Context: an optimization exercise on an open-source flow, tuned for small area and a short achievable clock period. The choices shown serve that exercise and are no tape-out recipe. The RTL was checked by simulation tests, not by an equivalence proof against the original design.

## timing_recovery_top
module timing_recovery_top (
  input  logic               clk,
  input  logic               reset_n,
  input  logic [31:0]        sample_i,     
  output logic [31:0]        sym_o,        
  output logic               sym_valid_o,
  output logic [18:0]        err_o,        
  output logic signed [11:0] ctrl_o
);
  logic               sym_strobe;   
  logic               hp_load;      
  logic [18:0]        err;          
  logic signed [11:0] ctrl;         
  gardner_ted u_ted (
    .clk          (clk),
    .reset_n      (reset_n),
    .sample_i     (sample_i),
    .sym_strobe_i (sym_strobe),
    .hp_load_i    (hp_load),
    .err_o        (err),
    .sym_o        (sym_o),
    .sym_valid_o  (sym_valid_o)
  );
  loop_filter_pi u_lf (
    .clk     (clk),
    .reset_n (reset_n),
    .err_i   (err),
    .ctrl_o  (ctrl)
  );
  symbol_nco u_nco (
    .clk          (clk),
    .reset_n      (reset_n),
    .ctrl_i       (ctrl),
    .sym_strobe_o (sym_strobe),
    .hp_load_o    (hp_load)
  );
  assign err_o  = err;
  assign ctrl_o = ctrl;
endmodule
Size: about 2300 cells after synthesis, about 430 flip-flops.
==> flow/config.mk <==
export PLATFORM = sky130hd
export DESIGN_NAME = timing_recovery_top
export DESIGN_NICKNAME = timing_recovery_top
export VERILOG_FILES = /design/flow/design.v
export SDC_FILE = /design/flow/constraint.sdc
export NUM_CORES = 4
export LEC_CHECK = 0
export CAP_MARGIN = 20
export CORE_MARGIN = 2
export CORE_UTILIZATION = 40
export CTS_CLUSTER_DIAMETER = 100
export CTS_CLUSTER_SIZE = 25
export SLEW_MARGIN = 20
==> flow/constraint.sdc <==
create_clock -name core_clock -period 12.0 [get_ports {clk}]
set_input_delay 2.4000 -clock core_clock [delete_from_list [all_inputs] [get_ports {clk}]]
set_output_delay 2.4000 -clock core_clock [all_outputs]
set_load 0.01 [all_outputs]
standard.sh (not shown) runs the stock make flow with config.mk's settings and CLKGATE_MAP_FILE= SYNTH_SCRIPT=/design/flow/synth_recipe.tcl, a recipe that flattens the netlist after the stock synthesis.
==> flow/flow/run.sh <==
#!/bin/bash
# The standard layout (the standard.sh, unchanged synthesis and steps) with
# two make settings: the timing repair steps aim for 6.6 ns of setup slack
# (SETUP_SLACK_MARGIN=6.6), and every input and output port still gets its own
# buffer, but a buf_1 rather than the default delay buffer (BUFFER_PORTS_ARGS);
# the repair steps resize the ones on critical paths. The make output goes to
# standard_flow.log; each ORFS step also keeps its own log under orfs/logs.
set -euo pipefail
bash standard.sh SETUP_SLACK_MARGIN=6.6 "BUFFER_PORTS_ARGS=-buffer_cell sky130_fd_sc_hd__buf_1" finish > standard_flow.log 2>&1
Edit:
--- a/flow/config.mk
+++ b/flow/config.mk
@@ -8,5 +8,5 @@
 export CAP_MARGIN = 20
 export CORE_MARGIN = 2
-export CORE_UTILIZATION = 40
+export CORE_UTILIZATION = 50
 export CTS_CLUSTER_DIAMETER = 100
 export CTS_CLUSTER_SIZE = 25
The changed run produced a clean layout. Final area decreases by 2.6%. Wire length came out lower by 0.96%. Global-route usage is higher by 4.6 points. Clock skew went up by 0.0089 ns. Area after synthesis does not change. Sequential share of layout area rose by 0.87 points. Worst hold slack loses 0.011 ns.
Edit:
--- a/flow/config.mk
+++ b/flow/config.mk
@@ -8,6 +8,6 @@
 export CAP_MARGIN = 20
 export CORE_MARGIN = 2
-export CORE_UTILIZATION = 50
-export CTS_CLUSTER_DIAMETER = 100
-export CTS_CLUSTER_SIZE = 25
+export CORE_UTILIZATION = 40
+export CTS_CLUSTER_DIAMETER = 80
+export CTS_CLUSTER_SIZE = 30
 export SLEW_MARGIN = 20
Outcome: The changed run ran to the end with no violations; final cell count is higher by 5.7%; area after synthesis stays the same; clock-buffer cell count increases by 5; synthesized cell count is unchanged; worst setup slack gets better by 0.038 ns.

== job 101 ==
timing_recovery_top, a different RTL version from the one above (not shown whole).
Size: ~430 flip-flops, ~98 I/O pins, ~0.023 mm2 of cells after synthesis.
==> flow/design.v (excerpt) <==
module timing_recovery_top (
  input  logic               clk,
  input  logic               reset_n,
  input  logic [31:0]        sample_i,     
  output logic [31:0]        sym_o,        
  output logic               sym_valid_o,
  output logic [18:0]        err_o,        
  output logic signed [11:0] ctrl_o
);
export LEC_CHECK = 0
export CAP_MARGIN = 20
export CORE_MARGIN = 2
export CORE_UTILIZATION = 40
export SLEW_MARGIN = 20
create_clock -name core_clock -period 12.0 [get_ports {clk}]
run.sh (not shown) runs the stock make flow with config.mk's settings and CLKGATE_MAP_FILE= SYNTH_SCRIPT=/design/flow/synth_recipe.tcl, a recipe that flattens the netlist after the stock synthesis.
Stock flow here: none of the scripts above is used.
--- input diff job 101..job 102 ---
Settings: an added ABC_CLOCK_PERIOD_IN_PS of 4000.
## What came out
- Job 102 finished every stage and its layout cleared the timing, DRC and antenna checks.
- Average via count per standard cell: job 102 vs job 101 identical
- Diff job 101..job 102 | number of nets in the layout | unchanged
- From job 101 to job 102 the numbers moved as follows: initial antenna violation count ~0 delta; final antenna diode count now sits at about the same level.
- Re length of the first detailed-routing pass in iterations: no difference whatsoever between job 102 and job 101.
- Diff job 102..job 101 | synthesized-area fraction occupied by ao, oa, aoi and oai cells | unchanged

## job 2182
Another version of the RTL of timing_recovery_top (not shown whole).
// timing_recovery_top
module timing_recovery_top (
  input  logic               clk,
  input  logic               reset_n,
  input  logic [31:0]        sample_i,     
  output logic [31:0]        sym_o,        
  output logic               sym_valid_o,
  output logic [18:0]        err_o,        
  output logic signed [11:0] ctrl_o
);
clock: 12.0 ns
lec_check: 0
cap_margin: 20
core_margin: 2
core_utilization: 40
cts_buf_list: sky130_fd_sc_hd__clkbuf_8
cts_cluster_size: 30
slew_margin: 20
standard.sh (not shown) runs the stock make flow with config.mk's settings and CLKGATE_MAP_FILE= SYNTH_SCRIPT=/design/flow/synth_recipe.tcl, a recipe that flattens the netlist after the stock synthesis.
==> flow/flow/run.sh <==
#!/bin/bash
set -euo pipefail
bash standard.sh SETUP_SLACK_MARGIN=6 finish > standard_flow.log 2>&1
For job 4674, these inputs were changed with respect to job 2182:
Settings: removing CTS_BUF_LIST (formerly sky130_fd_sc_hd__clkbuf_8); removing CTS_CLUSTER_SIZE (formerly 30).
==> flow/flow/run.sh <==
#!/bin/bash
# The standard layout (the standard.sh) with these make settings: ADDER_MAP_FILE= SETUP_SLACK_MARGIN=7
# (ADDER_MAP_FILE empty leaves adders to ABC instead of full/half-adder cells;
# registers are mapped as in the standard synthesis. SETUP_SLACK_MARGIN makes the
# timing repair aim for that much setup slack.)
set -euo pipefail
bash standard.sh ADDER_MAP_FILE= SETUP_SLACK_MARGIN=7 finish > standard_flow.log 2>&1
Going from job 2182 to job 4674, number of hold-slack violations in the final timing report flat; top achievable clock speed grew by about 15%. Re instance count of the mapped netlist: job 4674 and job 2182 aren't equal, and the lower value belongs to job 2182. Looking at timing startpoint of the critical path, the sample_i[28] result is from job 4674; the sample_i[13] one comes from job 2182. xnor2_1 as the most common library cell in the layout ignoring fill and taps was reported by job 4674, and dfxtp_1 by job 2182. Job 2182 → job 4674: pin count of the biggest net entering global routing rose about 100%; period utilization shows a reduction of 6.3 points. Changes observed in job 4674 relative to job 2182: xor/xnor cell area share of the yosys netlist moved up; final cell area excluding filler cells moved up; number of combinational gates with multiple inputs moved up; total of buffers placed on input and output ports level; wire length of the first global-routing pass moved up.
Here is what was changed in the inputs of job 8197 compared with job 4674.
Settings: setting SETUP_SLACK_MARGIN to 5 for the first time.
==> flow/run.sh (new file) <==
#!/bin/bash
# synth_recipe.tcl (not shown) runs the flow's synth.tcl, then flattens the netlist and writes it again
# the make line also repeats each setting of config.mk as NAME=value (left out here)
make -C /OpenROAD-flow-scripts/flow DESIGN_CONFIG=/design/flow/config.mk WORK_HOME=/design/flow/orfs CLKGATE_MAP_FILE= SYNTH_SCRIPT=/design/flow/synth_recipe.tcl finish
removed: flow/flow/run.sh
removed: flow/standard.sh
Results
- sample_i[28] as the worst setup path startpoint was reported by job 4674, and sample_i[25] by job 8197.
- From job 4674 to job 8197 the numbers moved as follows: final wirelength lower; number of cell rows went down by about 5.4%.
- Compared to job 4674, job 8197 reaches a lower achievable clock.
## Diff of input files: job 3085 against job 8197
Settings: SETUP_SLACK_MARGIN: 5 -> unset.
==> flow/flow/run.sh (new file) <==
#!/bin/bash
# The standard layout (the standard.sh, unchanged synthesis and steps) with
# two make settings: the timing repair steps aim for 6 ns of setup slack
# (SETUP_SLACK_MARGIN=6), and every input and output port still gets its own
# buffer, but a buf_1 rather than the default delay buffer (BUFFER_PORTS_ARGS);
# the repair steps resize the ones on critical paths. The make output goes to
# standard_flow.log; each ORFS step also keeps its own log under orfs/logs.
set -euo pipefail
bash standard.sh SETUP_SLACK_MARGIN=6 "BUFFER_PORTS_ARGS=-buffer_cell sky130_fd_sc_hd__buf_1" finish > standard_flow.log 2>&1
==> flow/standard.sh (new file) <==
#!/bin/bash
# synth_recipe.tcl (not shown) runs the flow's synth.tcl, then flattens the netlist and writes it again
# the make line also repeats each setting of config.mk as NAME=value (left out here)
make -C /OpenROAD-flow-scripts/flow DESIGN_CONFIG=/design/flow/config.mk WORK_HOME=/design/flow/orfs CLKGATE_MAP_FILE= SYNTH_SCRIPT=/design/flow/synth_recipe.tcl "${@:-finish}"
removed: flow/run.sh
[summary]
- Re pin count of the biggest net entering global routing: job 3085 and job 8197 aren't equal, and the lower value belongs to job 8197.
- Between job 3085 and job 8197, the final cell count figures differ only marginally.
- Of the two values seen for source of the critical timing path, sample_i[19] was produced by job 3085 and sample_i[25] by job 8197.
- Going from job 8197 to job 3085, the highest net fanout along the worst path was found to have gone up by 4.

Another version of the RTL of timing_recovery_top (not shown whole).
For scale: about 2100 cells after synthesis, about 430 flip-flops, about 98 I/O pins, about 23000 sq um of cells after synthesis.
Settings: LEC_CHECK=0, CAP_MARGIN=20, CORE_MARGIN=2, CORE_UTILIZATION=40, CTS_CLUSTER_DIAMETER=100, CTS_CLUSTER_SIZE=25, SLEW_MARGIN=20; clock period 12.0 ns.
==> flow/flow/run.sh <==
#!/bin/bash
# The standard layout (the standard.sh, unchanged synthesis and steps) with
# two make settings: the timing repair steps aim for 6.4 ns of setup slack
# (SETUP_SLACK_MARGIN=6.4), and every input and output port still gets its own
# buffer, but a buf_1 rather than the default delay buffer (BUFFER_PORTS_ARGS);
# the repair steps resize the ones on critical paths. The make output goes to
# standard_flow.log; each ORFS step also keeps its own log under orfs/logs.
set -euo pipefail
bash standard.sh SETUP_SLACK_MARGIN=6.4 "BUFFER_PORTS_ARGS=-buffer_cell sky130_fd_sc_hd__buf_1" finish > standard_flow.log 2>&1
The starting point produced a clean layout.
Change:
==> flow/flow/run.sh (replaced) <==
#!/bin/bash
# The standard layout (the standard.sh, unchanged synthesis and steps) with
# two make settings: the timing repair steps aim for 6.8 ns of setup slack
# (SETUP_SLACK_MARGIN=6.8), and every input and output port still gets its own
# buffer, but a buf_1 rather than the default delay buffer (BUFFER_PORTS_ARGS);
# the repair steps resize the ones on critical paths. The make output goes to
# standard_flow.log; each ORFS step also keeps its own log under orfs/logs.
set -euo pipefail
bash standard.sh SETUP_SLACK_MARGIN=6.8 "BUFFER_PORTS_ARGS=-buffer_cell sky130_fd_sc_hd__buf_1" finish > standard_flow.log 2>&1
Effect: Hold slack gets better by 0.015 ns; via count is higher by 4.3%; cell area is higher by 7.3%; final cell count is higher by 2.7%; sequential cell count is unchanged; synthesized cell count does not change.
Change:
==> flow/flow/run.sh (replaced) <==
#!/bin/bash
# The standard layout (the standard.sh, unchanged synthesis and steps) with
# two make settings: the timing repair steps aim for 6 ns of setup slack
# (SETUP_SLACK_MARGIN=6), and every input and output port still gets its own
# buffer, but a buf_1 rather than the default delay buffer (BUFFER_PORTS_ARGS);
# the repair steps resize the ones on critical paths. The make output goes to
# standard_flow.log; each ORFS step also keeps its own log under orfs/logs.
set -euo pipefail
bash standard.sh SETUP_SLACK_MARGIN=6 "BUFFER_PORTS_ARGS=-buffer_cell sky130_fd_sc_hd__buf_1" finish > standard_flow.log 2>&1
Result: Global-route usage rose by 0.15 points; first-iteration DRC count fell by about 15%; worst setup slack degrades by 0.20 ns.
Change:
==> flow/flow/run.sh (replaced) <==
#!/bin/bash
# The standard layout (the standard.sh, unchanged synthesis and steps) with
# two make settings: the timing repair steps aim for 6.4 ns of setup slack
# (SETUP_SLACK_MARGIN=6.4), and every input and output port still gets its own
# buffer, but a buf_1 rather than the default delay buffer (BUFFER_PORTS_ARGS);
# the repair steps resize the ones on critical paths. The make output goes to
# standard_flow.log; each ORFS step also keeps its own log under orfs/logs.
set -euo pipefail
bash standard.sh SETUP_SLACK_MARGIN=6.4 "BUFFER_PORTS_ARGS=-buffer_cell sky130_fd_sc_hd__buf_1" finish > standard_flow.log 2>&1
PLACE_DENSITY = 0.75   (was not set)
After rerunning: First-iteration DRC count increases by 9.0%. Setup slack improved by 0.17 ns. Critical path depth increases by 1. Wire length hardly moves. Count of clock-buffer cells in the layout decreases by 3. Utilization increases by 1.8 points.
Change:
==> flow/flow/run.sh (replaced) <==
#!/bin/bash
# The standard layout (the standard.sh, unchanged synthesis and steps) with
# two make settings: the timing repair steps aim for 6.2 ns of setup slack
# (SETUP_SLACK_MARGIN=6.2), and every input and output port still gets its own
# buffer, but a buf_1 rather than the default delay buffer (BUFFER_PORTS_ARGS);
# the repair steps resize the ones on critical paths. The make output goes to
# standard_flow.log; each ORFS step also keeps its own log under orfs/logs.
set -euo pipefail
bash standard.sh SETUP_SLACK_MARGIN=6.2 "BUFFER_PORTS_ARGS=-buffer_cell sky130_fd_sc_hd__buf_1" finish > standard_flow.log 2>&1
PLACE_DENSITY = not set   (was 0.75)
After rerunning: The new run ran to the end with no violations. Sequential share of layout area went up by 0.74 points. Utilization came out lower by 1.0 points. Count of clock-buffer cells in the layout rises by 2. Cell count is lower by 0.31%. Die area stays the same.

Setup of wip/pepper:
RTL: one of the versions met above, not the one the previous note started from.
Size: roughly 2700 cells after synthesis, roughly 430 flip-flops.
==> flow/config.mk <==
export PLATFORM = sky130hd
export DESIGN_NAME = timing_recovery_top
export DESIGN_NICKNAME = timing_recovery_top
export VERILOG_FILES = /design/flow/design.v
export SDC_FILE = /design/flow/constraint.sdc
export NUM_CORES = 4
export LEC_CHECK = 0
export ABC_AREA = 1
export CAP_MARGIN = 20
export CORE_MARGIN = 2
export CORE_UTILIZATION = 40
export SLEW_MARGIN = 20
==> flow/constraint.sdc <==
create_clock -name core_clock -period 12.0 [get_ports {clk}]
set_input_delay 2.4000 -clock core_clock [delete_from_list [all_inputs] [get_ports {clk}]]
set_output_delay 2.4000 -clock core_clock [all_outputs]
set_load 0.01 [all_outputs]
==> flow/flow/run.sh <==
#!/bin/bash
# The standard layout (the standard.sh, unchanged synthesis and steps) with
# two make settings: the timing repair steps aim for 6 ns of setup slack
# (SETUP_SLACK_MARGIN=6), and every input and output port still gets its own
# buffer, but a buf_1 rather than the default delay buffer (BUFFER_PORTS_ARGS);
# the repair steps resize the ones on critical paths. The make output goes to
# standard_flow.log; each ORFS step also keeps its own log under orfs/logs.
set -euo pipefail
bash standard.sh SETUP_SLACK_MARGIN=6 "BUFFER_PORTS_ARGS=-buffer_cell sky130_fd_sc_hd__buf_1" finish > standard_flow.log 2>&1
wip/pepper ran to completion and came out clean on the timing, DRC and antenna checks.
For wip/onyx, these inputs were changed with respect to wip/pepper:
Settings: a deleted ABC_AREA that had been 1.
==> flow/flow/run.sh <==
#!/bin/bash
set -euo pipefail
bash standard.sh SETUP_SLACK_MARGIN=6.4 finish > standard_flow.log 2>&1
--- outcome ---
Timing endpoint of the critical path: u_ted.t_q[28] -> wip/pepper, u_ted.t_q[41] -> wip/onyx
| cell area after layout | wip/onyx vs wip/pepper | 1.7% higher |
Between wip/onyx and wip/pepper, synthesized cell count is lower for wip/onyx, wip/pepper comes in above that.
On sum of routed wire length over all layers, wip/onyx does better than wip/pepper.
Final cell count (lower): wip/onyx
Summary: with wip/pepper as the reference, y dimension of the die in wip/onyx moved down slightly.
Per the comparison of wip/onyx with wip/pepper, fmax shows an increase of 4.9%; critical path depth level; global-route wire length before repair fell 7500 um.
Input-level comparison between wip/fjord and wip/onyx:
Settings: CORE_UTILIZATION now 60, was 40.
==> flow/flow/run.sh <==
#!/bin/bash
set -euo pipefail
bash standard.sh SETUP_SLACK_MARGIN=6 finish > standard_flow.log 2>&1
Notes after the runs:
After detailed routing, wip/onyx needs more wire than wip/fjord. The lower depth of the critical timing path with buffers and inverters included came out of wip/onyx. Of wip/fjord and wip/onyx, the run reporting the lower depth of the worst register-to-register path was wip/onyx. Between wip/onyx and wip/fjord, the flow reports width of the die decreasing by more than 10%. Comparing wip/fjord and wip/onyx, the higher chip height is on wip/onyx.
What wip/juniper does differently from wip/fjord at the input level:
Settings: swapping 60 for 40 in CORE_UTILIZATION.
--- a/flow/flow/run.sh
+++ b/flow/flow/run.sh
@@ -1,2 +1,6 @@
 #!/bin/bash
+# The standard layout (the standard.sh) with these make settings: SETUP_SLACK_MARGIN=6
+# (ADDER_MAP_FILE empty leaves adders to ABC instead of full/half-adder cells;
+# registers are mapped as in the standard synthesis. SETUP_SLACK_MARGIN makes the
+# timing repair aim for that much setup slack.)
 set -euo pipefail
--- outcome ---
- Global-route usage came out lower on wip/juniper than on wip/fjord.
- wip/juniper vs wip/fjord, number of signal-net buffers in the layout went down by about 0.6%.

-- port drivers added, routing unchanged --
The results above use ideal ports. As a check the final layouts listed here were re-extracted and re-timed, cells and wires unchanged. Step 1, drivers: a clkbuf_16 drives clk and a buf_2 each remaining input, both assumed. Step 2, shift: input delay + t, output delay - t, t = (earliest + latest rising clock arrival at the registers) / 2. This alone moves slack from input paths to output paths. Three values: ideal ports, drivers, drivers and shift; two values: the first two.
| run | shift t [ns] | slack for setup (ns) | latest minus earliest clock arrival (ns) | worst slew at a driven data input, ns | cell pins on the clock port's net |
|---|---|---|---|---|---|
| the first run of note 1 | 0.649 | 6.578 / 6.516 / 6.031 | 0.024 / 0.023 | 0.06 | 1 |
| the second run of note 1 | 0.602 | 6.509 / 6.454 / 6.122 | 0.034 / 0.034 | 0.04 | 1 |
| the third run of note 1 | 0.673 | 6.547 / 6.486 / 6.176 | 0.037 / 0.036 | 0.06 | 1 |
| job 101 | 0.625 | 1.381 / 1.420 / 0.795 | 0.020 / 0.020 | 0.04 | 1 |
| job 102 | 0.625 | 1.381 / 1.420 / 0.795 | 0.020 / 0.020 | 0.04 | 1 |
| job 2182 | 0.715 | 6.114 / 6.083 / 5.432 | 0.031 / 0.030 | 0.06 | 1 |
| job 4674 | 0.653 | 6.870 / 6.887 / 6.241 | 0.045 / 0.045 | 0.07 | 1 |
| job 8197 | 0.644 | 5.203 / 5.227 / 4.583 | 0.031 / 0.030 | 0.07 | 1 |
| job 3085 | 0.639 | 6.170 / 6.183 / 5.548 | 0.029 / 0.029 | 0.05 | 1 |
| the first run of note 4 | 0.633 | 6.349 / 6.379 / 5.746 | 0.042 / 0.042 | 0.06 | 1 |
| the second run of note 4 | 0.621 | 6.302 / 6.330 / 5.708 | 0.037 / 0.037 | 0.06 | 1 |
| the third run of note 4 | 0.632 | 6.101 / 6.124 / 5.509 | 0.022 / 0.022 | 0.06 | 1 |
| the fourth run of note 4 | 0.600 | 6.272 / 6.296 / 5.696 | 0.020 / 0.020 | 0.05 | 1 |
| the fifth run of note 4 | 0.621 | 6.267 / 6.301 / 5.681 | 0.030 / 0.029 | 0.05 | 1 |
| wip/pepper | 0.647 | 6.041 / 6.072 / 5.426 | 0.041 / 0.041 | 0.06 | 1 |
| wip/onyx | 0.641 | 6.320 / 6.348 / 5.710 | 0.041 / 0.041 | 0.07 | 1 |
| wip/fjord | 0.621 | 5.996 / 6.037 / 5.417 | 0.030 / 0.029 | 0.05 | 1 |
| wip/juniper | 0.635 | 6.085 / 6.086 / 5.481 | 0.027 / 0.026 | 0.06 | 1 |
After both steps setup and hold are still met in every run listed. For job 2182, which loses most, drivers alone change the setup slack by -0.031 ns; drivers and shift together by -0.682 ns.
